This is an optimization exercise on Yosys and OpenROAD, whose aim is small area, not a production implementation. Where RTL was checked, it was by simulation tests only, not by an equivalence proof against the original. No driver is modelled on the clock port, so clock power and skew are understated where the tree is cut down; a real chip needs a root buffer or a tree. No activity file was given, so power comes from the tool's default toggle rates.

## cube_raster
module cube_raster
#(
    parameter int NUM_LANES       = 10,
    parameter int WORDS_PER_FRAME = 3,
    parameter int BIT_PERIOD      = 20,
    parameter int ONE_HIGH        = 13,
    parameter int ZERO_HIGH       = 6
) (
    input  logic                   clk,
    input  logic                   reset,
    input  logic                   enable_i,
    input  logic                   ack_i,
    input  logic                   pix_valid_i,
    output logic                   pix_ready_o,
    input  cube_pkg::color_t [NUM_LANES-1:0] pix_color_i,    
    input  cube_pkg::dim_t pix_dim_i,
    output logic                   finished_o,
    output logic [NUM_LANES-1:0]   sout_o
);
Size: roughly 500 cells after synthesis, roughly 110 flip-flops.
clock: 5.0 ns
lec_check: 0
cap_margin: 20
core_margin: 2
core_utilization: 40
slew_margin: 20
synth_hierarchical: 1
standard.sh (not shown) runs the stock make flow with config.mk's settings and CLKGATE_MAP_FILE= SYNTH_SCRIPT=/design/flow/synth_recipe.tcl, a recipe that flattens the netlist after the stock synthesis.
==> flow/flow/run.sh <==
#!/bin/bash
# Layout flow: the standard flow (standard.sh) with two changes:
#  - port buffers are the smallest buffer, sky130_fd_sc_hd__buf_1
#  - the clock tree is built by flow/manual_cts.tcl (ORFS's PRE_CTS_TCL hook):
#    four clkbuf_16, each driving a quarter of the flip-flops, fed straight
#    from the clock port; ORFS's own clock tree synthesis is skipped
# The make output goes to standard.log here; ORFS keeps each step's log too.
set -euo pipefail
export BUFFER_PORTS_ARGS="-buffer_cell sky130_fd_sc_hd__buf_1"
export PRE_CTS_TCL="$PWD/flow/manual_cts.tcl"
export MCTS_LEAVES=4
export MCTS_ROOTS=0
export MCTS_LEAF_BUF=sky130_fd_sc_hd__clkbuf_16
bash standard.sh > standard.log 2>&1
Other scripts of this flow, unchanged in this note and not shown: flow/flow/manual_cts.tcl
Then changed:
--- a/flow/design.v
+++ b/flow/design.v
@@ -255,28 +255,28 @@
     fa_cell u_fa68 (.a(s17), .b(c44), .c(s45), .s(s67), .co(c68));
     fa_cell u_fa70 (.a(s21), .b(c46), .c(s47), .s(s69), .co(c70));
     fa_cell u_fa72 (.a(s25), .b(c48), .c(s49), .s(s71), .co(c72));
     fa_cell u_fa74 (.a(s29), .b(c50), .c(s51), .s(s73), .co(c74));
     fa_cell u_fa76 (.a(s33), .b(c52), .c(s53), .s(s75), .co(c76));
     fa_cell u_fa78 (.a(s37), .b(c54), .c(s55), .s(s77), .co(c78));
     fa_cell u_fa80 (.a(s39), .b(c56), .c(s57), .s(s79), .co(c80));
     fa_cell u_fa82 (.a(c40), .b(c58), .c(s59), .s(s81), .co(c82));
     fa_cell u_fa84 (.a(pp_6_7), .b(pp_7_6), .c(c60), .s(s83), .co(c84));
     assign row_a = {1'b0, pp_7_7, c82, c80, c78, c76, c74, c72, c70, c68, c66, c64, c62, pp_2_0, pp_0_1, pp_0_0};
     assign row_b = {1'b0, c84, s83, s81, s79, s77, s75, s73, s71, s69, s67, s65, s63, s61, pp_1_0, 1'b0};
-    logic [8:0] cy;
-    logic [7:0] hi_sum;
+    logic [16:0] cy;
     assign cy[0] = 1'b0;
     assign cy[1] = (row_a[0] & row_b[0]) | (row_a[0] & cy[0]) | (row_b[0] & cy[0]);
     assign cy[2] = (row_a[1] & row_b[1]) | (row_a[1] & cy[1]) | (row_b[1] & cy[1]);
     assign cy[3] = (row_a[2] & row_b[2]) | (row_a[2] & cy[2]) | (row_b[2] & cy[2]);
     assign cy[4] = (row_a[3] & row_b[3]) | (row_a[3] & cy[3]) | (row_b[3] & cy[3]);
     assign cy[5] = (row_a[4] & row_b[4]) | (row_a[4] & cy[4]) | (row_b[4] & cy[4]);
     assign cy[6] = (row_a[5] & row_b[5]) | (row_a[5] & cy[5]) | (row_b[5] & cy[5]);
     assign cy[7] = (row_a[6] & row_b[6]) | (row_a[6] & cy[6]) | (row_b[6] & cy[6]);
     assign cy[8] = (row_a[7] & row_b[7]) | (row_a[7] & cy[7]) | (row_b[7] & cy[7]);
     assign prod_full[7:0] = '0;
-    assign hi_sum = row_a[15:8] + row_b[15:8] + {7'b0, cy[8]};
-    assign prod_full[15:8] = hi_sum;
+    fa_cell u_fin8 (.a(row_a[8]), .b(row_b[8]), .c(cy[8]), .s(prod_full[8]), .co(cy[9]));
+    fa_cell u_fin9 (.a(row_a[9]), .b(row_b[9]), .c(cy[9]), .s(prod_full[9]), .co(cy[10]));
+    assign prod_full[15:10] = row_a[15:10] + row_b[15:10] + {5'b0, cy[10]};
     assign prod_top = prod_full[15:8];
     assign prod_bit = prod_top[3'd7 - w];
 endmodule
Outcome: The changed run produced a layout that fails on setup timing; wire length goes up by 3.7%; synthesized area decreases by 1.5%; total power drops by 2.5%; final cell count is higher by 0.39%; cell area went up by 0.81%; worst setup slack degrades by 0.47 ns; clock power went up by about 2%.
Function not checked in the second run of this note: the RTL went through the layout flow alone. No run of this note takes its clock network from TritonCTS; it comes from the design's own scripts or RTL.


v37:
cube_raster, a different RTL version from the one above (not shown whole).
For scale: about 5300 um^2 of cells after synthesis.
export LEC_CHECK = 0
export CAP_MARGIN = 20
export CORE_MARGIN = 2
export CORE_UTILIZATION = 40
export SLEW_MARGIN = 20
export SYNTH_HIERARCHICAL = 1
create_clock -name core_clock -period 5.0 [get_ports {clk}]
Scripts as last shown in full above: flow/flow/run.sh
Other scripts of this flow, unchanged in this note and not shown: flow/flow/manual_cts.tcl
Changes in v30 relative to v37:
--- a/flow/design.v
+++ b/flow/design.v
@@ -73,18 +73,19 @@
     logic [7:0] dim_q;
     logic [7:0] ring_q [NUM_LANES];                  
     logic       ring_flip;
     logic [7:0] ring_col;                            
     logic       ring_hold;                           
     logic       ready_next;
     logic [NUM_LANES-1:0] bit_q;                     
     logic [7:0]  prod_top;                          
     logic       prod_bit;
+    logic       prod_bit_q;                          
     assign idle      = ~(pix_ready_o | st_mult | st_send | finished_o);
     assign active    = st_mult | st_send;
     assign xfer      = pix_ready_o & pix_valid_i;
     assign q_last    = (q == 5'd19);
     assign q_end     = (q == 5'd2);
     assign w_zero    = (w == 3'd0);
     assign word_done = st_send & q_end & w_zero;
     assign last_word = (word_cnt == 2'(WORDS_PER_FRAME - 1));
     assign ready_next = (idle & enable_i) | (pix_ready_o & ~pix_valid_i) | (word_done & ~last_word);
@@ -122,36 +123,37 @@
                 w <= w + 1'b1;
             end
         end
     end
     always_ff @(posedge clk) begin
         if (pix_ready_o) begin
             dim_q <= pix_dim_i;
         end
     end
-    assign ring_flip = pix_ready_o | (st_mult & ~q[0]);
+    assign ring_flip = (st_mult & ~q[0]) | (st_send & w_zero & (q == 5'd4));
     for (genvar p = 0; p < NUM_LANES; p++) begin : g_ring
         if (p == 0) begin : g_first
             always_ff @(posedge clk) begin
                 ring_q[p] <= ~((pix_color_i[(14 - p) % 10] | {8{ring_hold}}) &
-                               (ring_q[(p + 1) % NUM_LANES] | {8{pix_ready_o}})) ^ {8{ring_flip}};
+                               ((ring_q[(p + 1) % NUM_LANES] ^ {8{ring_flip}}) | {8{pix_ready_o}}));
             end
         end else begin : g_rest
             always_ff @(posedge clk) begin
                 ring_q[p] <= ~((pix_color_i[(14 - p) % 10] | {8{ring_hold}}) &
                                (ring_q[(p + 1) % NUM_LANES] | {8{pix_ready_o}}));
             end
         end
     end
     assign ring_col = ring_q[0];
     always_ff @(posedge clk) begin
-        if (q <= 5'd9) begin
-            bit_q <= {bit_q[NUM_LANES-2:0], prod_bit};
+        prod_bit_q <= prod_bit;
+        if (q >= 5'd1 && q <= 5'd10) begin
+            bit_q <= {bit_q[NUM_LANES-2:0], prod_bit_q};
         end
     end
     for (genvar i = 0; i < NUM_LANES; i++) begin : g_lane
         assign sout_o[i] = st_send & (q >= 5'd5) & ((q <= 5'd10) | ((q <= 5'd17) & bit_q[i]));
     end
     logic pp_0_0, pp_0_1, pp_0_2, pp_0_3, pp_0_4, pp_0_5, pp_0_6, pp_0_7, pp_1_0, pp_1_1, pp_1_2, pp_1_3, pp_1_4, pp_1_5, pp_1_6, pp_1_7, pp_2_0, pp_2_1, pp_2_2, pp_2_3, pp_2_4, pp_2_5, pp_2_6, pp_2_7, pp_3_0, pp_3_1, pp_3_2, pp_3_3, pp_3_4, pp_3_5, pp_3_6, pp_3_7, pp_4_0, pp_4_1, pp_4_2, pp_4_3, pp_4_4, pp_4_5, pp_4_6, pp_4_7, pp_5_0, pp_5_1, pp_5_2, pp_5_3, pp_5_4, pp_5_5, pp_5_6, pp_5_7, pp_6_0, pp_6_1, pp_6_2, pp_6_3, pp_6_4, pp_6_5, pp_6_6, pp_6_7, pp_7_0, pp_7_1, pp_7_2, pp_7_3, pp_7_4, pp_7_5, pp_7_6, pp_7_7, s1, c2, s3, c4, s5, c6, s7, c8, s9, c10, s11, c12, s13, c14, s15, c16, s17, c18, s19, c20, s21, c22, s23, c24, s25, c26, s27, c28, s29, c30, s31, c32, s33, c34, s35, c36, s37, c38, s39, c40, s41, c42, s43, c44, s45, c46, s47, c48, s49, c50, s51, c52, s53, c54, s55, c56, s57, c58, s59, c60, s61, c62, s63, c64, s65, c66, s67, c68, s69, c70, s71, c72, s73, c74, s75, c76, s77, c78, s79, c80, s81, c82, s83, c84;
     logic [15:0] row_a, row_b, prod_full;
     assign pp_0_0 = ring_col[0] & dim_q[0];
     assign pp_0_1 = ring_col[0] & dim_q[1];
Number of global-route vias before repair in v30 is 183 lower than in v37
In the reports for v37 and v30, the larger sequential portion of the cell area belongs to v30.
v30: proportion of layout cells with a drive suffix above 1 1.8 points below v37
Looking at utilization, v30 sits above v37.
v30 vs. v37: wire length of the first global-routing pass decreased by 680 um relative to the old numbers, post-synthesis average cell area increased by 0.35 um^2 relative to the old numbers, final total power decreased by about 10% relative to the old numbers, total internal power decreased by 7.8% relative to the old numbers.
v37 has a lower remaining max-slew budget at the tightest pin than v30.
Between v37 and v30, the critical path depth is higher for v30.
In v30 the largest vdd supply drop turned out 0.000082 V higher than in v37.
Count of non-filler cells in the finished layout: v30 lower than v37
dim_q[4] as the worst setup path startpoint was reported by v37, and dim_q[6] by v30.
Looking at portion of total power attributed to the clock network, v30 sits 1.2 points above v37.
No run of this note takes its clock network from TritonCTS; it comes from the design's own scripts or RTL.

-- afterwards: timing with drivers on the ports --
How much do the figures lean on ideal ports? The routed layouts below were timed once more, with nothing changed but the port constraints.
Step 1, drivers: a clkbuf_16 drives clk and a buf_2 each remaining input, both assumed.
Step 2 times the ports against the registers' clock, not the clock port: input delays grow and output delays shrink by t, the midpoint of the rising clock arrivals with the driver on.
Slacks: no drivers / after step 1 / after step 2; pairs: no drivers / after step 1.
| run | shift t [ns] | setup WS [ns] | hold WS [ns] | worst data-port slew with drivers (ns) |
|---|---|---|---|---|
| the first run of note 1 | 0.243 | 0.264 / 0.264 / 0.264 | 0.405 / 0.405 / 0.405 | 0.06 |
| the second run of note 1 | 0.246 | -0.206 / -0.206 / -0.206 | 0.405 / 0.405 / 0.405 | 0.09 |
| v37 | 0.242 | 0.187 / 0.187 / 0.187 | 0.409 / 0.409 / 0.409 | 0.06 |
| v30 | 0.241 | 0.394 / 0.394 / 0.394 | 0.418 / 0.418 / 0.418 | 0.07 |
